This is an optimization exercise on Yosys and OpenROAD, whose aim is small area, not a production implementation.
Function was checked by simulation only, so behaviour that the tests miss may differ from the original.
The flow treats the clock pin as an ideal source, which a real chip does not have.
Power and IR drop assume default switching activity.

`flow/config.mk`:
```
export PLATFORM = sky130hd
export DESIGN_NAME = cmac_rx_monitor
export DESIGN_NICKNAME = cmac_rx_monitor
export VERILOG_FILES = /design/flow/design.v
export SDC_FILE = /design/flow/constraint.sdc
export NUM_CORES = 4
export LEC_CHECK = 0
export CAP_MARGIN = 20
export CORE_AREA = 5 5 435 435
export DIE_AREA = 0 0 440 440
export PLACE_DENSITY = 0.85
export SLEW_MARGIN = 20
```
`flow/constraint.sdc`:
```
create_clock -name core_clock -period 13.0 [get_ports {user_clk}]
set_input_delay 2.6000 -clock core_clock [delete_from_list [all_inputs] [get_ports {user_clk}]]
set_output_delay 2.6000 -clock core_clock [all_outputs]
set_load 0.01 [all_outputs]
```
`flow/design.v`:
```
module cmac_rx_monitor #(
   parameter int          MIN_FRAME_BYTES  = 64,
   parameter int          MAX_FRAME_BYTES  = 9600,
   parameter int          CNT_W            = 12,   
   parameter int          BYTES_W          = 24,   
   parameter logic [CNT_W-1:0] GOOD_FRAMES_INIT = '0    
) (
   input  logic               user_clk,
   input  logic               user_resetn,
   input  logic               clear,
   input  logic [511:0]       s_axis_tdata,
   input  logic [63:0]        s_axis_tkeep,
   input  logic               s_axis_tuser,
   input  logic               s_axis_tlast,
   input  logic               s_axis_tvalid,
   output logic               s_axis_tready,
   output logic [511:0]       m_axis_tdata,
   output logic [63:0]        m_axis_tkeep,
   output logic               m_axis_tuser,
   output logic               m_axis_tlast,
   output logic               m_axis_tvalid,
   input  logic               m_axis_tready,
   output logic [CNT_W-1:0]   good_frames,
   output logic [CNT_W-1:0]   bad_frames,
   output logic [CNT_W-1:0]   runt_frames,
   output logic [CNT_W-1:0]   oversize_frames,
   output logic [BYTES_W-1:0] good_bytes,
   output logic               frame_done,
   output logic [15:0]        last_frame_len
);
   localparam int BW = 512 + 64 + 2;
   logic [BW-1:0] main_q, skid_q, skid_d, in_beat;
   logic  main_vld, skid_vld, rdy_q, skid_nxt;
   logic  in_hs, out_hs, frame_end, main_ld;
   assign in_beat   = {s_axis_tdata, s_axis_tkeep, s_axis_tuser, s_axis_tlast};
   assign in_hs     = s_axis_tvalid & rdy_q;
   assign out_hs    = main_vld & m_axis_tready;
   assign frame_end = in_hs & s_axis_tlast;
   assign s_axis_tready = rdy_q;
   assign m_axis_tvalid = main_vld;
   assign {m_axis_tdata, m_axis_tkeep, m_axis_tuser, m_axis_tlast} = main_q;
   assign skid_nxt = skid_vld ? !out_hs : (in_hs & main_vld & !out_hs);
   assign skid_d  = skid_vld ? skid_q : in_beat;
   assign main_ld = out_hs | !main_vld;
   always_ff @(posedge user_clk) begin
      skid_q <= skid_d;
      if (main_ld) main_q <= skid_d;
   end
   always_ff @(posedge user_clk or negedge user_resetn) begin
      if (!user_resetn) begin
         main_vld <= 1'b0;
         skid_vld <= 1'b0;
         rdy_q    <= 1'b0;
      end else begin
         skid_vld <= skid_nxt;
         rdy_q    <= !skid_nxt;
         main_vld <= skid_vld | in_hs | (main_vld & !out_hs);
      end
   end
   logic [16:0] sum;
   logic [15:0] acc_q, frame_len;
   logic        fmt_err_q, beat_err, keep_contig, is_runt, is_over, frame_bad;
   logic [62:0] keep_step;
   logic [7:0]  low_sum;
   logic [9:0]  cy_hi;
   logic [8:0]  acc_hi_inc;
   logic cs_s1, cs_c2, cs_s3, cs_c4, cs_s5, cs_c6, cs_s7, cs_c8, cs_s9, cs_c10, cs_s11, cs_c12, cs_s13, cs_c14, cs_s15, cs_c16, cs_s17, cs_c18, cs_s19, cs_c20, cs_s21, cs_c22, cs_s23, cs_c24, cs_s25, cs_c26, cs_s27, cs_c28, cs_s29, cs_c30, cs_s31, cs_c32, cs_s33, cs_c34, cs_s35, cs_c36, cs_s37, cs_c38, cs_s39, cs_c40, cs_s41, cs_c42, cs_s43, cs_c44, cs_s45, cs_c46, cs_s47, cs_c48, cs_s49, cs_c50, cs_s51, cs_c52, cs_s53, cs_c54, cs_s55, cs_c56, cs_s57, cs_c58, cs_s59, cs_c60, cs_s61, cs_c62, cs_s63, cs_c64, cs_s65, cs_c66, cs_s67, cs_c68, cs_s69, cs_c70, cs_s71, cs_c72, cs_s73, cs_c74, cs_s75, cs_c76, cs_s77, cs_c78, cs_s79, cs_c80, cs_s81, cs_c82, cs_s83, cs_c84, cs_s85, cs_c86, cs_s87, cs_c88, cs_s89, cs_c90, cs_s91, cs_c92, cs_s93, cs_c94, cs_s95, cs_c96, cs_s97, cs_c98, cs_s99, cs_c100, cs_s101, cs_c102, cs_s103, cs_c104, cs_s105, cs_c106, cs_s107, cs_c108, cs_s109, cs_c110, cs_s111, cs_c112, cs_s113, cs_c114, cs_s115, cs_c116, cs_s117, cs_c118, cs_s119, cs_c120, cs_s121, cs_c122, cs_s123, cs_c124, cs_s125, cs_c126, cs_s127, cs_c128, cs_s129, cs_c130, cs_s131, cs_c132, cs_s133, cs_c134, cs_s135, cs_c136, cs_s137, cs_c138, cs_s139, cs_c140, cs_s141, cs_c142, cs_s143, cs_c144, cs_s145, cs_c146, cs_s147, cs_c148, cs_s149, cs_c150;
   assign cs_s1 = ~(~s_axis_tkeep[0] ^ s_axis_tkeep[1] ^ s_axis_tkeep[2]);
   assign cs_c2 = ~((~s_axis_tkeep[0] & ~s_axis_tkeep[1]) | (~s_axis_tkeep[0] & ~s_axis_tkeep[2]) | (~s_axis_tkeep[1] & ~s_axis_tkeep[2]));
   assign cs_s3 = ~(~s_axis_tkeep[3] ^ s_axis_tkeep[4] ^ s_axis_tkeep[5]);
   assign cs_c4 = ~((~s_axis_tkeep[3] & ~s_axis_tkeep[4]) | (~s_axis_tkeep[3] & ~s_axis_tkeep[5]) | (~s_axis_tkeep[4] & ~s_axis_tkeep[5]));
   assign cs_s5 = ~(~s_axis_tkeep[6] ^ s_axis_tkeep[7] ^ s_axis_tkeep[8]);
   assign cs_c6 = ~((~s_axis_tkeep[6] & ~s_axis_tkeep[7]) | (~s_axis_tkeep[6] & ~s_axis_tkeep[8]) | (~s_axis_tkeep[7] & ~s_axis_tkeep[8]));
   assign cs_s7 = ~(~s_axis_tkeep[9] ^ s_axis_tkeep[10] ^ s_axis_tkeep[11]);
   assign cs_c8 = ~((~s_axis_tkeep[9] & ~s_axis_tkeep[10]) | (~s_axis_tkeep[9] & ~s_axis_tkeep[11]) | (~s_axis_tkeep[10] & ~s_axis_tkeep[11]));
   assign cs_s9 = ~(~s_axis_tkeep[12] ^ s_axis_tkeep[13] ^ s_axis_tkeep[14]);
   assign cs_c10 = ~((~s_axis_tkeep[12] & ~s_axis_tkeep[13]) | (~s_axis_tkeep[12] & ~s_axis_tkeep[14]) | (~s_axis_tkeep[13] & ~s_axis_tkeep[14]));
   assign cs_s11 = ~(~s_axis_tkeep[15] ^ s_axis_tkeep[16] ^ s_axis_tkeep[17]);
   assign cs_c12 = ~((~s_axis_tkeep[15] & ~s_axis_tkeep[16]) | (~s_axis_tkeep[15] & ~s_axis_tkeep[17]) | (~s_axis_tkeep[16] & ~s_axis_tkeep[17]));
   assign cs_s13 = ~(~s_axis_tkeep[18] ^ s_axis_tkeep[19] ^ s_axis_tkeep[20]);
   assign cs_c14 = ~((~s_axis_tkeep[18] & ~s_axis_tkeep[19]) | (~s_axis_tkeep[18] & ~s_axis_tkeep[20]) | (~s_axis_tkeep[19] & ~s_axis_tkeep[20]));
   assign cs_s15 = ~(~s_axis_tkeep[21] ^ s_axis_tkeep[22] ^ s_axis_tkeep[23]);
   assign cs_c16 = ~((~s_axis_tkeep[21] & ~s_axis_tkeep[22]) | (~s_axis_tkeep[21] & ~s_axis_tkeep[23]) | (~s_axis_tkeep[22] & ~s_axis_tkeep[23]));
   assign cs_s17 = ~(~s_axis_tkeep[24] ^ s_axis_tkeep[25] ^ s_axis_tkeep[26]);
   assign cs_c18 = ~((~s_axis_tkeep[24] & ~s_axis_tkeep[25]) | (~s_axis_tkeep[24] & ~s_axis_tkeep[26]) | (~s_axis_tkeep[25] & ~s_axis_tkeep[26]));
   assign cs_s19 = ~(~s_axis_tkeep[27] ^ s_axis_tkeep[28] ^ s_axis_tkeep[29]);
   assign cs_c20 = ~((~s_axis_tkeep[27] & ~s_axis_tkeep[28]) | (~s_axis_tkeep[27] & ~s_axis_tkeep[29]) | (~s_axis_tkeep[28] & ~s_axis_tkeep[29]));
   assign cs_s21 = ~(~s_axis_tkeep[30] ^ s_axis_tkeep[31] ^ s_axis_tkeep[32]);
   assign cs_c22 = ~((~s_axis_tkeep[30] & ~s_axis_tkeep[31]) | (~s_axis_tkeep[30] & ~s_axis_tkeep[32]) | (~s_axis_tkeep[31] & ~s_axis_tkeep[32]));
   assign cs_s23 = s_axis_tkeep[33] ^ s_axis_tkeep[34];
   assign cs_c24 = s_axis_tkeep[33] & s_axis_tkeep[34];
   assign cs_s25 = ~(~s_axis_tkeep[35] ^ s_axis_tkeep[36] ^ s_axis_tkeep[37]);
   assign cs_c26 = ~((~s_axis_tkeep[35] & ~s_axis_tkeep[36]) | (~s_axis_tkeep[35] & ~s_axis_tkeep[37]) | (~s_axis_tkeep[36] & ~s_axis_tkeep[37]));
   assign cs_s27 = ~(~s_axis_tkeep[38] ^ s_axis_tkeep[39] ^ s_axis_tkeep[40]);
   assign cs_c28 = ~((~s_axis_tkeep[38] & ~s_axis_tkeep[39]) | (~s_axis_tkeep[38] & ~s_axis_tkeep[40]) | (~s_axis_tkeep[39] & ~s_axis_tkeep[40]));
   assign cs_s29 = ~(~s_axis_tkeep[41] ^ s_axis_tkeep[42] ^ s_axis_tkeep[43]);
   assign cs_c30 = ~((~s_axis_tkeep[41] & ~s_axis_tkeep[42]) | (~s_axis_tkeep[41] & ~s_axis_tkeep[43]) | (~s_axis_tkeep[42] & ~s_axis_tkeep[43]));
   assign cs_s31 = ~(~s_axis_tkeep[44] ^ s_axis_tkeep[45] ^ s_axis_tkeep[46]);
   assign cs_c32 = ~((~s_axis_tkeep[44] & ~s_axis_tkeep[45]) | (~s_axis_tkeep[44] & ~s_axis_tkeep[46]) | (~s_axis_tkeep[45] & ~s_axis_tkeep[46]));
   assign cs_s33 = ~(~s_axis_tkeep[47] ^ s_axis_tkeep[48] ^ s_axis_tkeep[49]);
   assign cs_c34 = ~((~s_axis_tkeep[47] & ~s_axis_tkeep[48]) | (~s_axis_tkeep[47] & ~s_axis_tkeep[49]) | (~s_axis_tkeep[48] & ~s_axis_tkeep[49]));
   assign cs_s35 = ~(~s_axis_tkeep[50] ^ s_axis_tkeep[51] ^ s_axis_tkeep[52]);
   assign cs_c36 = ~((~s_axis_tkeep[50] & ~s_axis_tkeep[51]) | (~s_axis_tkeep[50] & ~s_axis_tkeep[52]) | (~s_axis_tkeep[51] & ~s_axis_tkeep[52]));
   assign cs_s37 = ~(~s_axis_tkeep[53] ^ s_axis_tkeep[54] ^ s_axis_tkeep[55]);
   assign cs_c38 = ~((~s_axis_tkeep[53] & ~s_axis_tkeep[54]) | (~s_axis_tkeep[53] & ~s_axis_tkeep[55]) | (~s_axis_tkeep[54] & ~s_axis_tkeep[55]));
   assign cs_s39 = ~(~s_axis_tkeep[56] ^ s_axis_tkeep[57] ^ s_axis_tkeep[58]);
   assign cs_c40 = ~((~s_axis_tkeep[56] & ~s_axis_tkeep[57]) | (~s_axis_tkeep[56] & ~s_axis_tkeep[58]) | (~s_axis_tkeep[57] & ~s_axis_tkeep[58]));
   assign cs_s41 = ~(~s_axis_tkeep[59] ^ s_axis_tkeep[60] ^ s_axis_tkeep[61]);
   assign cs_c42 = ~((~s_axis_tkeep[59] & ~s_axis_tkeep[60]) | (~s_axis_tkeep[59] & ~s_axis_tkeep[61]) | (~s_axis_tkeep[60] & ~s_axis_tkeep[61]));
   assign cs_s43 = ~(~s_axis_tkeep[62] ^ s_axis_tkeep[63] ^ acc_q[0]);
   assign cs_c44 = ~((~s_axis_tkeep[62] & ~s_axis_tkeep[63]) | (~s_axis_tkeep[62] & ~acc_q[0]) | (~s_axis_tkeep[63] & ~acc_q[0]));
   assign cs_s45 = ~(~cs_s1 ^ cs_s3 ^ cs_s5);
   assign cs_c46 = ~((~cs_s1 & ~cs_s3) | (~cs_s1 & ~cs_s5) | (~cs_s3 & ~cs_s5));
   assign cs_s47 = cs_s7 ^ cs_s9;
   assign cs_c48 = cs_s7 & cs_s9;
   assign cs_s49 = ~(~acc_q[1] ^ cs_c2 ^ cs_c4);
   assign cs_c50 = ~((~acc_q[1] & ~cs_c2) | (~acc_q[1] & ~cs_c4) | (~cs_c2 & ~cs_c4));
   assign cs_s51 = ~(~cs_c6 ^ cs_c8 ^ cs_c10);
   assign cs_c52 = ~((~cs_c6 & ~cs_c8) | (~cs_c6 & ~cs_c10) | (~cs_c8 & ~cs_c10));
   assign cs_s53 = ~(~cs_c12 ^ cs_c14 ^ cs_c16);
   assign cs_c54 = ~((~cs_c12 & ~cs_c14) | (~cs_c12 & ~cs_c16) | (~cs_c14 & ~cs_c16));
   assign cs_s55 = ~(~cs_s11 ^ cs_s13 ^ cs_s15);
   assign cs_c56 = ~((~cs_s11 & ~cs_s13) | (~cs_s11 & ~cs_s15) | (~cs_s13 & ~cs_s15));
   assign cs_s57 = ~(~cs_s17 ^ cs_s19 ^ cs_s21);
   assign cs_c58 = ~((~cs_s17 & ~cs_s19) | (~cs_s17 & ~cs_s21) | (~cs_s19 & ~cs_s21));
   assign cs_s59 = ~(~cs_s23 ^ cs_s25 ^ cs_s27);
   assign cs_c60 = ~((~cs_s23 & ~cs_s25) | (~cs_s23 & ~cs_s27) | (~cs_s25 & ~cs_s27));
   assign cs_s61 = ~(~cs_c18 ^ cs_c20 ^ cs_c22);
   assign cs_c62 = ~((~cs_c18 & ~cs_c20) | (~cs_c18 & ~cs_c22) | (~cs_c20 & ~cs_c22));
   assign cs_s63 = ~(~cs_c24 ^ cs_c26 ^ cs_c28);
   assign cs_c64 = ~((~cs_c24 & ~cs_c26) | (~cs_c24 & ~cs_c28) | (~cs_c26 & ~cs_c28));
   assign cs_s65 = ~(~cs_c30 ^ cs_c32 ^ cs_c34);
   assign cs_c66 = ~((~cs_c30 & ~cs_c32) | (~cs_c30 & ~cs_c34) | (~cs_c32 & ~cs_c34));
   assign cs_s67 = ~(~cs_c36 ^ cs_c38 ^ cs_s49);
   assign cs_c68 = ~((~cs_c36 & ~cs_c38) | (~cs_c36 & ~cs_s49) | (~cs_c38 & ~cs_s49));
   assign cs_s69 = cs_s51 ^ cs_s53;
   assign cs_c70 = cs_s51 & cs_s53;
   assign cs_s71 = ~(~cs_s29 ^ cs_s31 ^ cs_s33);
   assign cs_c72 = ~((~cs_s29 & ~cs_s31) | (~cs_s29 & ~cs_s33) | (~cs_s31 & ~cs_s33));
   assign cs_s73 = ~(~cs_s35 ^ cs_s37 ^ cs_s39);
   assign cs_c74 = ~((~cs_s35 & ~cs_s37) | (~cs_s35 & ~cs_s39) | (~cs_s37 & ~cs_s39));
   assign cs_s75 = ~(~cs_c40 ^ cs_c42 ^ cs_c44);
   assign cs_c76 = ~((~cs_c40 & ~cs_c42) | (~cs_c40 & ~cs_c44) | (~cs_c42 & ~cs_c44));
   assign cs_s77 = ~(~cs_c46 ^ cs_c48 ^ cs_s61);
   assign cs_c78 = ~((~cs_c46 & ~cs_c48) | (~cs_c46 & ~cs_s61) | (~cs_c48 & ~cs_s61));
   assign cs_s79 = ~(~cs_s63 ^ cs_s65 ^ cs_s67);
   assign cs_c80 = ~((~cs_s63 & ~cs_s65) | (~cs_s63 & ~cs_s67) | (~cs_s65 & ~cs_s67));
   assign cs_s81 = ~(~acc_q[2] ^ cs_c50 ^ cs_c52);
   assign cs_c82 = ~((~acc_q[2] & ~cs_c50) | (~acc_q[2] & ~cs_c52) | (~cs_c50 & ~cs_c52));
   assign cs_s83 = cs_c54 ^ cs_c62;
   assign cs_c84 = cs_c54 & cs_c62;
   assign cs_s85 = ~(~cs_s41 ^ cs_s43 ^ cs_s45);
   assign cs_c86 = ~((~cs_s41 & ~cs_s43) | (~cs_s41 & ~cs_s45) | (~cs_s43 & ~cs_s45));
   assign cs_s87 = cs_s47 ^ cs_s55;
   assign cs_c88 = cs_s47 & cs_s55;
   assign cs_s89 = ~(~cs_s69 ^ cs_c56 ^ cs_c58);
   assign cs_c90 = ~((~cs_s69 & ~cs_c56) | (~cs_s69 & ~cs_c58) | (~cs_c56 & ~cs_c58));
   assign cs_s91 = ~(~cs_c60 ^ cs_s75 ^ cs_s77);
   assign cs_c92 = ~((~cs_c60 & ~cs_s75) | (~cs_c60 & ~cs_s77) | (~cs_s75 & ~cs_s77));
   assign cs_s93 = cs_s79 ^ cs_c72;
   assign cs_c94 = cs_s79 & cs_c72;
   assign cs_s95 = ~(~cs_c64 ^ cs_c66 ^ cs_c68);
   assign cs_c96 = ~((~cs_c64 & ~cs_c66) | (~cs_c64 & ~cs_c68) | (~cs_c66 & ~cs_c68));
   assign cs_s97 = ~(~cs_c70 ^ cs_s81 ^ cs_s83);
   assign cs_c98 = ~((~cs_c70 & ~cs_s81) | (~cs_c70 & ~cs_s83) | (~cs_s81 & ~cs_s83));
   assign cs_s99 = ~(~cs_c76 ^ cs_c78 ^ cs_c80);
   assign cs_c100 = ~((~cs_c76 & ~cs_c78) | (~cs_c76 & ~cs_c80) | (~cs_c78 & ~cs_c80));
   assign cs_s101 = ~(~cs_s57 ^ cs_s59 ^ cs_s71);
   assign cs_c102 = ~((~cs_s57 & ~cs_s59) | (~cs_s57 & ~cs_s71) | (~cs_s59 & ~cs_s71));
   assign cs_s103 = ~(~cs_c74 ^ cs_s89 ^ cs_s91);
   assign cs_c104 = ~((~cs_c74 & ~cs_s89) | (~cs_c74 & ~cs_s91) | (~cs_s89 & ~cs_s91));
   assign cs_s105 = cs_s93 ^ cs_c86;
   assign cs_c106 = cs_s93 & cs_c86;
   assign cs_s107 = ~(~cs_s95 ^ cs_s97 ^ cs_s99);
   assign cs_c108 = ~((~cs_s95 & ~cs_s97) | (~cs_s95 & ~cs_s99) | (~cs_s97 & ~cs_s99));
   assign cs_s109 = ~(~cs_c90 ^ cs_c92 ^ cs_c94);
   assign cs_c110 = ~((~cs_c90 & ~cs_c92) | (~cs_c90 & ~cs_c94) | (~cs_c92 & ~cs_c94));
   assign cs_s111 = ~(~acc_q[3] ^ cs_c82 ^ cs_c84);
   assign cs_c112 = ~((~acc_q[3] & ~cs_c82) | (~acc_q[3] & ~cs_c84) | (~cs_c82 & ~cs_c84));
   assign cs_s113 = ~(~cs_c96 ^ cs_c98 ^ cs_c100);
   assign cs_c114 = ~((~cs_c96 & ~cs_c98) | (~cs_c96 & ~cs_c100) | (~cs_c98 & ~cs_c100));
   assign cs_s115 = cs_s73 ^ cs_s85;
   assign cs_c116 = cs_s73 & cs_s85;
   assign cs_s117 = ~(~cs_c88 ^ cs_s103 ^ cs_s105);
   assign cs_c118 = ~((~cs_c88 & ~cs_s103) | (~cs_c88 & ~cs_s105) | (~cs_s103 & ~cs_s105));
   assign cs_s119 = ~(~cs_s107 ^ cs_s109 ^ cs_c104);
   assign cs_c120 = ~((~cs_s107 & ~cs_s109) | (~cs_s107 & ~cs_c104) | (~cs_s109 & ~cs_c104));
   assign cs_s121 = ~(~cs_s111 ^ cs_s113 ^ cs_c108);
   assign cs_c122 = ~((~cs_s111 & ~cs_s113) | (~cs_s111 & ~cs_c108) | (~cs_s113 & ~cs_c108));
   assign cs_s123 = acc_q[4] ^ cs_c112;
   assign cs_c124 = acc_q[4] & cs_c112;
   assign cs_s125 = cs_s87 ^ cs_s101;
   assign cs_c126 = cs_s87 & cs_s101;
   assign cs_s127 = ~(~cs_c102 ^ cs_s117 ^ cs_c116);
   assign cs_c128 = ~((~cs_c102 & ~cs_s117) | (~cs_c102 & ~cs_c116) | (~cs_s117 & ~cs_c116));
   assign cs_s129 = ~(~cs_c106 ^ cs_s119 ^ cs_c118);
   assign cs_c130 = ~((~cs_c106 & ~cs_s119) | (~cs_c106 & ~cs_c118) | (~cs_s119 & ~cs_c118));
   assign cs_s131 = ~(~cs_c110 ^ cs_s121 ^ cs_c120);
   assign cs_c132 = ~((~cs_c110 & ~cs_s121) | (~cs_c110 & ~cs_c120) | (~cs_s121 & ~cs_c120));
   assign cs_s133 = ~(~cs_c114 ^ cs_s123 ^ cs_c122);
   assign cs_c134 = ~((~cs_c114 & ~cs_s123) | (~cs_c114 & ~cs_c122) | (~cs_s123 & ~cs_c122));
   assign cs_s135 = acc_q[5] ^ cs_c124;
   assign cs_c136 = acc_q[5] & cs_c124;
   assign cs_s137 = cs_s115 ^ cs_s125;
   assign cs_c138 = cs_s115 & cs_s125;
   assign cs_s139 = ~(~cs_s127 ^ cs_c126 ^ cs_c138);
   assign cs_c140 = ~((~cs_s127 & ~cs_c126) | (~cs_s127 & ~cs_c138) | (~cs_c126 & ~cs_c138));
   assign cs_s141 = ~(~cs_s129 ^ cs_c128 ^ cs_c140);
   assign cs_c142 = ~((~cs_s129 & ~cs_c128) | (~cs_s129 & ~cs_c140) | (~cs_c128 & ~cs_c140));
   assign cs_s143 = ~(~cs_s131 ^ cs_c130 ^ cs_c142);
   assign cs_c144 = ~((~cs_s131 & ~cs_c130) | (~cs_s131 & ~cs_c142) | (~cs_c130 & ~cs_c142));
   assign cs_s145 = ~(~cs_s133 ^ cs_c132 ^ cs_c144);
   assign cs_c146 = ~((~cs_s133 & ~cs_c132) | (~cs_s133 & ~cs_c144) | (~cs_c132 & ~cs_c144));
   assign cs_s147 = ~(~cs_s135 ^ cs_c134 ^ cs_c146);
   assign cs_c148 = ~((~cs_s135 & ~cs_c134) | (~cs_s135 & ~cs_c146) | (~cs_c134 & ~cs_c146));
   assign cs_s149 = ~(~acc_q[6] ^ cs_c136 ^ cs_c148);
   assign cs_c150 = ~((~acc_q[6] & ~cs_c136) | (~acc_q[6] & ~cs_c148) | (~cs_c136 & ~cs_c148));
   assign low_sum = {cs_c150, cs_s149, cs_s147, cs_s145, cs_s143, cs_s141, cs_s139, cs_s137};
   assign cy_hi[0] = 1'b1;
   for (genvar i = 0; i < 9; i++) begin : g_acc_hi
      assign acc_hi_inc[i] = acc_q[7+i] ^ cy_hi[i];
      assign cy_hi[i+1]    = acc_q[7+i] & cy_hi[i];
   end
   assign sum         = {low_sum[7] ? {cy_hi[9], acc_hi_inc} : {1'b0, acc_q[15:7]}, low_sum[6:0]};
   assign frame_len   = sum[16] ? 16'hFFFF : sum[15:0];
   for (genvar i = 0; i < 63; i++) begin : g_step
      assign keep_step[i] = s_axis_tkeep[i] | !s_axis_tkeep[i+1];
   end
   assign keep_contig = s_axis_tkeep[0] & (&keep_step);
   assign beat_err    = !(keep_contig & (s_axis_tlast | s_axis_tkeep[63]));
   assign is_runt     = frame_len < 16'(MIN_FRAME_BYTES);
   assign is_over     = frame_len > 16'(MAX_FRAME_BYTES);
   assign frame_bad   = s_axis_tuser | fmt_err_q | beat_err | is_runt | is_over;
   logic             inc_good, inc_bad, inc_runt, inc_over;
   logic [CNT_W-1:0] nx_good, nx_bad, nx_runt, nx_over;
   logic [BYTES_W-1:0] nx_bytes;
   assign inc_good  = frame_end & !frame_bad;
   assign inc_bad   = frame_end & frame_bad;
   assign inc_runt  = frame_end & is_runt;
   assign inc_over  = frame_end & is_over;
   logic [CNT_W:0] all_good, all_bad, all_runt, all_over;
   assign all_good[0] = 1'b1;
   assign all_bad[0]  = 1'b1;
   assign all_runt[0] = 1'b1;
   assign all_over[0] = 1'b1;
   for (genvar i = 0; i < CNT_W; i++) begin : g_cnt
      assign all_good[i+1] = all_good[i] & good_frames[i];
      assign all_bad[i+1]  = all_bad[i]  & bad_frames[i];
      assign all_runt[i+1] = all_runt[i] & runt_frames[i];
      assign all_over[i+1] = all_over[i] & oversize_frames[i];
      assign nx_good[i] = good_frames[i]     ^ (inc_good & !all_good[CNT_W] & all_good[i]);
      assign nx_bad[i]  = bad_frames[i]      ^ (inc_bad  & !all_bad[CNT_W]  & all_bad[i]);
      assign nx_runt[i] = runt_frames[i]     ^ (inc_runt & !all_runt[CNT_W] & all_runt[i]);
      assign nx_over[i] = oversize_frames[i] ^ (inc_over & !all_over[CNT_W] & all_over[i]);
   end
   logic [BYTES_W:0] bytes_sum;
   assign bytes_sum = {1'b0, good_bytes} + {{(BYTES_W-13){1'b0}}, sum[13:0]};
   assign nx_bytes  = !inc_good ? good_bytes : bytes_sum[BYTES_W] ? '1 : bytes_sum[BYTES_W-1:0];
   always_ff @(posedge user_clk or negedge user_resetn) begin
      if (!user_resetn) begin
         acc_q           <= '0;
         fmt_err_q       <= 1'b0;
         frame_done      <= 1'b0;
         last_frame_len  <= '0;
         good_frames     <= GOOD_FRAMES_INIT;
         bad_frames      <= '0;
         runt_frames     <= '0;
         oversize_frames <= '0;
         good_bytes      <= '0;
      end else begin
         frame_done <= frame_end;
         if (in_hs) begin
            if (s_axis_tlast) begin
               acc_q          <= '0;
               fmt_err_q      <= 1'b0;
               last_frame_len <= frame_len;
            end else begin
               acc_q     <= frame_len;
               fmt_err_q <= fmt_err_q | beat_err;
            end
         end
         if (clear) begin
            good_frames     <= '0;
            bad_frames      <= '0;
            runt_frames     <= '0;
            oversize_frames <= '0;
            good_bytes      <= '0;
         end else begin
            good_frames     <= nx_good;
            bad_frames      <= nx_bad;
            runt_frames     <= nx_runt;
            oversize_frames <= nx_over;
            good_bytes      <= nx_bytes;
         end
      end
   end
endmodule
```
`flow/flow/run.sh`:
```
#!/bin/bash
# Standard ORFS layout (standard.sh) with three changes:
#  - every port still gets its own buffer, but a minimum-size one (buf_1);
#  - CTS uses clkbuf_8, clusters of up to 22 sinks within 70 um, and no dummy loads;
#  - after CTS, each leaf clock buffer gets the smallest clkbuf whose flip-flop clock
#    pins keep a placement-estimated slew under 115 ps (flow/clk_leaf_resize.tcl).
# ORFS writes each step's full log under orfs/logs/; make's own output goes to standard.log.
set -euo pipefail
export BUFFER_PORTS_ARGS="-buffer_cell sky130_fd_sc_hd__buf_1"
export CTS_ARGS="-sink_clustering_enable -repair_clock_nets -dont_use_dummy_load -buf_list sky130_fd_sc_hd__clkbuf_8 -sink_clustering_size 22 -sink_clustering_max_diameter 70"
export POST_CTS_TCL="$PWD/flow/clk_leaf_resize.tcl"
export CLK_SLEW_TARGET=0.115
bash standard.sh finish > standard.log 2>&1
```
`flow/flow/clk_leaf_resize.tcl`:
```
# Give each clock-tree leaf buffer (one that drives only flip-flop clock pins) the
# smallest clkbuf whose worst sink slew, with placement-estimated wires, stays under
# CLK_SLEW_TARGET (ns).
set_propagated_clock [all_clocks]
estimate_parasitics -placement
set target $::env(CLK_SLEW_TARGET)
set cands {sky130_fd_sc_hd__clkbuf_2 sky130_fd_sc_hd__clkbuf_4 sky130_fd_sc_hd__clkbuf_8 sky130_fd_sc_hd__clkbuf_16}
proc leaf_worst_slew {net} {
  set w 0
  foreach it [$net getITerms] {
    if {[$it getIoType] ne "INPUT"} continue
    set pin [get_pins [[$it getInst] getName]/[[$it getMTerm] getName]]
    foreach e {rise fall} { foreach a {min max} {
      set s [get_property $pin slew_${a}_$e]
      if {$s > $w} { set w $s }
    } }
  }
  return $w
}
set block [ord::get_db_block]
set db [ord::get_db]
set before 0.0; set after 0.0; set worst 0.0
foreach inst [$block getInsts] {
  set m [[$inst getMaster] getName]
  if {[lsearch $cands $m] < 0} continue
  set out [$inst findITerm X]
  set net [$out getNet]
  if {$net eq "NULL" || [$net getSigType] ne "CLOCK"} continue
  set leaf 1
  foreach it [$net getITerms] {
    if {[$it getInst] eq $inst} continue
    if {[[$it getMTerm] getName] ne "CLK"} { set leaf 0 }
  }
  if {!$leaf} continue
  set before [expr {$before + [[$inst getMaster] getWidth]}]
  set chosen $m
  foreach cand $cands {
    replace_cell [$inst getName] $cand
    estimate_parasitics -placement
    if {[leaf_worst_slew $net] <= $target} { set chosen $cand; break }
  }
  if {[[$inst getMaster] getName] ne $chosen} {
    replace_cell [$inst getName] $chosen
    estimate_parasitics -placement
  }
  set after [expr {$after + [[$inst getMaster] getWidth]}]
  set worst [expr {max($worst, [leaf_worst_slew $net])}]
  puts "leaf [$inst getName]: $m -> $chosen"
}
if {[catch {detailed_placement} msg]} { error "detailed placement after clock leaf resizing failed: $msg" }
check_placement -verbose
estimate_parasitics -placement
puts [format "leaf buffer area %.1f -> %.1f um2, worst leaf slew %.1f ps" [expr {$before*2.72/1000}] [expr {$after*2.72/1000}] [expr {$worst*1e3}]]
```
`flow/standard.sh`:
```
#!/bin/bash
# synth_recipe.tcl (not shown) runs the flow's synth.tcl, then flattens the netlist and writes it again
# the make line also repeats each setting of config.mk as NAME=value (left out here)
make -C /OpenROAD-flow-scripts/flow DESIGN_CONFIG=/design/flow/config.mk WORK_HOME=/design/flow/orfs CLKGATE_MAP_FILE= SYNTH_SCRIPT=/design/flow/synth_recipe.tcl "${@:-finish}"
```
==> flow_summary.toml, run 1 <==
[outcome]
status = "complete, no violations"

[yosys]
async_reset_ff_frac = 0.0862
synth_top_area_cell = "edfxtp_1"
ys_seq_elements = 1265
synthesis.area_um2 = 43700
ys.flop_type = "edfxtp_1"
syn-num-nets = 3336
synth_area_leaders = "edfxtp_1 40%, dfxtp_1 26%, mux2_2 15%, dfrtp_1 6.2%, fa_1 2.9%"
yosysSeqAreaShare = 0.724
synth_cells = 2650
syn_avg_cell_area_um2 = 16.5
synth_edf_count = 578
yosysTopAreaCellShare = 0.397
yosys_warnings = 1
synth_cell_types = 68

[power_and_ir_drop]
power_density_nw_per_um2 = 268
ir_worst_vdd_mv = 0.373
totalPowerFinal_mw = 14.2
p_leak_nw = 18.9

[critical_path]
r2r_end = "good_bytes[13]"
crit_fanout = 21
crit_arrival_ps = 12110
reg2regPathDepth = 25
crit_path_start_kind = "input port"
cp-end-kind = "flip-flop"
required_ps = 13640
reg2reg_slack_ps = 3550
crit_type = "input port to flip-flop"
r2r-start = "acc_q[1]"

[global_routing]
antenna_found_initial = 125
overflow = 0
grt_max_degree = 153
grt_pass1_vias = 27400
grt_pass1_wl_um = 224000
grt_usage = 0.166

[sta]
hold_viol = 0
rsz0062_at_grt = "false"
max_freq_ghz = 0.0872
final_max_slew_viol_count = 0
fin_skew_ps = 82.1
fin_setup_tns_ps = 0
worst_slew_pin_slew_ps = 1090
fin_crit_sh = 0.882
setup_viol = 0
relSlewSlack = 0.270
worst_slack_ps = 1530
finalHoldWorstSlack_ps = 466
layout_min_cycle_time_ps = 11470

[finish]
mostFrequentLayoutCell = "buf_1"
layout-drive-gt1-share = 0.180
final_cell_mix = "1249 x buf_1, 581 x mux2_2, 578 x edfxtp_1, 578 x dfxtp_1, 115 x nor2_1"
multi_input_area_um2 = 11500
final_core_util = 0.289
fillers = 18500
stdcell_count = 6431
area_growth_pct = 21.1
seqCellArea_um2 = 31700
final_area_um2 = 53000
nets = 4607

[placed_design]
place_congestion = 0.948
pre_cts_slack_ps = 821
hpwl_um = 138000
portBuffers = 1251
dp_cells = 6295
dpl_cell_area_um2 = 51400

[min_path]
hold-path-cell-count = 1
min_to = "skid_q[0]"
min_path_type = "flip-flop to flip-flop"
min_from = "skid_q[0]"

[routing]
dr_total_vias = 27800
vias_per_cell = 4.32
drcViolationCount = 0
wl_um = 170000
ant_nets = 0
routedWlPerCell_um = 26.4
drt-pass1-iter-count = 5
drt_iter0_drc = 2568

[clock_tree]
cts_tree = "yes"
insertion_delay_ps = 800
cts_sinks = 1265
clk_pin_slew_ps = 110

[die]
ios = 1252
die_h_um = 440
fp.dieW_um = 440
coreArea_um2 = 183000
dieArea_um2 = 194000
start_util = 0.238
rows = 157

[run]
max_cap_violations = 0
[worst max path at each step]
stage	start	to	depth (start not counted)
3_5_place_dp	s_axis_tkeep[0]	good_bytes[11]	27
5_1_grt	s_axis_tkeep[0]	good_bytes[3]	27
6_report	s_axis_tkeep[0]	good_bytes[13]	27
3_3_place_gp	s_axis_tkeep[0]	good_bytes[1]	27
2_1_floorplan	s_axis_tkeep[3]	good_bytes[20]	32
[worst max-delay path, stage by stage]
cell and delay, ps:
buf_1 220, fa_1 520, fa_1 490, inv_1 60
fa_1 540, inv_1 60, fa_1 400, inv_1 90
fa_1 420, fa_1 550, inv_1 50, fa_1 460
fa_1 480, fa_1 410, fa_1 470, fa_1 450
inv_1 140, fa_1 210, fa_1 650, nor2b_1 370
nor2_1 250, nand3_1 220, nor4_4 380, o211ai_4 240
or2_1 480, nor2_1 700, a211oi_1 190
[synthesized netlist by cell type (4+ instances only)]
master and n:
and2_1 26, dfrtp_1 109, a211oi_1 12, o22ai_1 13, dfxtp_1 578, nand3_1 17
nor4_1 10, edfxtp_1 578, a21oi_1 34, xor2_1 27, nand4_1 11, nor3_1 12
ha_1 39, inv_1 66, a31oi_1 11, mux2_2 581, clkbuf_1 82, a21o_1 5
nor2_1 115, xnor2_1 13, nor3b_1 5, buf_2 6, fa_1 64, and4_1 12
nand2_1 63, or3_1 5, nor2b_1 14, o21ai_0 40, buf_1 4, a41o_1 5
nand2b_1 20, and3_1 14
[metal layers]
metal / part of all wire / routed length [um] / vias to the layer above / global-route usage
li1: - / - / 12100 / -
met1: 0.38 / 65100 / 14000 / 0.205
met2: 0.46 / 77400 / 1369 / 0.259
met3: 0.10 / 17400 / 319 / 0.0571
met4: 0.055 / 9270 / 56 / 0.0826
met5: 0.0023 / 383 / - / 0
[sequential cells by signal, indices dropped and copies added, names as in the netlist, 16 cells and up]
register and flops:
last_frame_len 16, main_q 578, acc_q 16, good_bytes 24, skid_q 578
[logic make-up (layout without fill, tap and decap cells)]
logic type                 count (synthesis)  after routing  share of synthesized area
DFF                                     1265           1265                      0.724
buffers and inverters                    161           1430                     0.0142
xor gates and xnor gates                  40             40                    0.00801
AOI/OAI and AO/OA                        160            160                     0.0243
and+or+nand+nor                          339            339                     0.0395
muxes                                    582            582                      0.150
adders and majority gates                103            103                     0.0404
other                                      0             48                          0
[report_power, final]
part / switching (mW) / total (mW) / internal [mW]
combinational: 3.58 / 5.67 / 2.09
sequential: 0.534 / 6.52 / 5.98
clock: 1.24 / 2.01 / 0.772
total: 5.36 / 14.2 / 8.84
[final cells by class]
type	count	area share
repair buffers	1275	0.0926
well taps	2464	0.0582
inverters	67	0.00475
multi-input cells	1224	0.217
clock buffers	88	0.0279
diodes	48	0.00227
flip-flops and latches	1265	0.598
==> run 2: changes to the inputs <==
==> flow/flow/run.sh (replaced) <==
#!/bin/bash
# Standard ORFS layout (standard.sh) with three changes:
#  - every port still gets its own buffer, but a minimum-size one (buf_1);
#  - CTS uses clkbuf_8, clusters of up to 16 sinks within 80 um, and no dummy loads;
#  - after CTS, each leaf clock buffer gets the smallest clkbuf whose flip-flop clock
#    pins keep a placement-estimated slew under 115 ps (flow/clk_leaf_resize.tcl).
# ORFS writes each step's full log under orfs/logs/; make's own output goes to standard.log.
set -euo pipefail
export BUFFER_PORTS_ARGS="-buffer_cell sky130_fd_sc_hd__buf_1"
export CTS_ARGS="-sink_clustering_enable -repair_clock_nets -dont_use_dummy_load -buf_list sky130_fd_sc_hd__clkbuf_8 -sink_clustering_size 16 -sink_clustering_max_diameter 80"
export POST_CTS_TCL="$PWD/flow/clk_leaf_resize.tcl"
export CLK_SLEW_TARGET=0.115
bash standard.sh finish > standard.log 2>&1
==> run 2 against run 1 <==
First-iteration DRC count is 5.3% lower. Die area stayed put. Final cell count is 0.12% higher. Largest power group unchanged. Critical path type unchanged. Highest routed layer unchanged. Largest cell class unchanged. Non-clock buffer count stayed put. Utilization is 0.11 points lower. Sequential power hardly changed.
==> flow_summary.toml, run 2 <==
[outcome]
status = "complete, no violations"

[die]
coreArea_um2 = 183000
dieArea_um2 = 194000
fp.dieW_um = 440
rows = 157
start_util = 0.238
die_h_um = 440
ios = 1252

[sta]
worst_slack_ps = 1590
max_freq_ghz = 0.0876
fin_setup_tns_ps = 0
hold_viol = 0
fin_crit_sh = 0.878
final_max_slew_viol_count = 0
relSlewSlack = 0.268
rsz0062_at_grt = "false"
setup_viol = 0
fin_skew_ps = 168
worst_slew_pin_slew_ps = 1100
layout_min_cycle_time_ps = 11410

[yosys]
synthXorXnorAreaFrac = 0.00801
synth_edf_count = 578
synth.top_cells.by_count = "581 x mux2_2, 578 x dfxtp_1, 578 x edfxtp_1"
synth_most_common_cell = "mux2_2"
yosysSeqAreaShare = 0.724
synth_top_area_cell = "edfxtp_1"
synthMuxAreaShare = 0.150
synthesis.area_um2 = 43700
synthAdderAreaFrac = 0.0404
syn_avg_cell_area_um2 = 16.5
ys.flop_type = "edfxtp_1"
yosys_warnings = 1
synth_cell_types = 68
ys_seq_elements = 1265
synth_cells = 2650
yosys.area_share.simple = 0.0395
async_reset_ff_frac = 0.0862
synth_area_leaders = "edfxtp_1 40%, dfxtp_1 26%, mux2_2 15%, dfrtp_1 6.2%, fa_1 2.9%"
yosysTopAreaCellShare = 0.397
synth_top_family_by_area = "multiplexers"
synth_compound_area_frac = 0.0243
syn-num-nets = 3336

[finish]
final_core_util = 0.288
nets = 4619
area_growth_pct = 20.6
layout-drive-gt1-share = 0.182
mostFrequentLayoutCell = "buf_1"
reg_top3 = "main_q: 578 flops, skid_q: 578 flops, good_bytes: 24 flops"
final_cell_mix = "1249 x buf_1, 581 x mux2_2, 578 x edfxtp_1, 578 x dfxtp_1, 115 x nor2_1"

[routing]
routedWlPerCell_um = 26.4
dr_total_vias = 27900
vias_per_cell = 4.33
drcViolationCount = 0
drt_iter0_drc = 2431
ant_nets = 0
drt-pass1-iter-count = 6
wl_um = 170000

[critical_path]
crit_top_cell = "fa_1"
crit_path_start_kind = "input port"
cp_top_family = "adder cells"
cp.depth = 27
cp-end-kind = "flip-flop"
crit_type = "input port to flip-flop"
critPathSlowestCell = "nor2_1"
critPathBufInv = 6
r2r-start = "acc_q[1]"
crit_fanout = 21
setup.worst_path.start = "s_axis_tkeep[0]"
crit_arrival_ps = 12090
required_ps = 13680
reg2regPathDepth = 25
critPathMaxStageDelay_ps = 710

[global_routing]
grt_max_degree = 153
antenna_found_initial = 121
overflow = 0
grt_pass1_wl_um = 224000
grt_usage = 0.166
grt_pass1_vias = 27600

[min_path]
min_from = "skid_q[0]"
min_path_type = "flip-flop to flip-flop"
hold-path-cell-count = 1

[power_and_ir_drop]
p_leak_nw = 18.8
ir_worst_vdd_mv = 0.357
power_density_nw_per_um2 = 266

[placed_design]
hpwl_um = 138000
portBuffers = 1251
pre_cts_slack_ps = 821
place_congestion = 0.948

[run]
max_cap_violations = 0

[clock_tree]
insertion_delay_ps = 830
cts_sinks = 1265
cts_tree = "yes"
clk_pin_slew_ps = 100
[run 2: cell counts after synthesis]
No cell type changed its count.
[run 2: final cells by class]
type                            instances  area [um^2]
Antenna cell                           44          110
Sequential cell                      1265        31700
Clock buffer                          100         1280
Tap cell                             2464         3080
Timing Repair Buffer                 1275         4910
Fill cell                           18500       131000
Multi-Input combinational cell       1224        11500
Inverter                               67          251
[run 2: logic make-up after synthesis]
group,after synthesis
compound gates,160
xor+xnor,40
fa+ha+maj,103
buf+inv,161
flops,1265
mux,582
simple gates,339
[run 2: metrics by stage]
step	cells	power, mW	hold WS (ps)	area [um^2]
after floorplan	2650	9.97	431	43700
after global placement	6295	12.1	449	51400
after detailed placement	6295	12.2	456	51400
after global routing	6421	14.9	490	52700
final	6439	14.0	467	52800
[run 2: path summary, 6_finish.rpt]
check	end	slack [ps]
worst max register to register	good_bytes[12]	3580
max in group asynchronous	skid_vld	9810
worst min register to register	skid_q[0]	470
worst max-delay path	good_bytes[12]	1590
min in group asynchronous	oversize_frames[9]	1830
worst min-delay path	skid_q[0]	470
[run 2: routing by layer]
layer | GRT usage | wire (um)
met1 | 0.205 | 66300
met2 | 0.260 | 77900
met3 | 0.0566 | 16400
met4 | 0.0809 | 8860
met5 | 0 | 347
[run 2: power breakdown]
part	switching (mW)	internal [mW]	leakage, nW
sequential	0.533	5.98	12.1
clock	1.23	0.635	0.685
combinational	3.57	2.08	5.97

-- static timing again, ports no longer ideal --
Ports are ideal in the flow. The routed layouts listed here were re-timed in OpenROAD.
Step 1: set_driving_cell puts a clkbuf_16 on user_clk and a buf_2 on each other input, an assumption about the parent block.
Step 2 also shifts input and output timing later by t, the mid clock arrival at the registers, as if the neighbouring blocks saw the same clock.
a / b / c = ideal ports / drivers / drivers and shift; a / b = the first two.
| run | shift t [ns] | slack for setup (ns) | hold slack, ns | worst setup path at the end |
|---|---|---|---|---|
| run 1 | 0.854 | 1.532 / 1.575 / 0.721 | 0.466 / 0.466 / 0.466 | input to register |
| run 2 | 0.830 | 1.590 / 1.638 / 0.808 | 0.467 / 0.467 / 0.467 | input to register |
After both steps setup and hold are still met in every run listed. For run 1, which loses most, drivers alone change the setup slack by +0.043 ns; drivers and shift together by -0.811 ns.
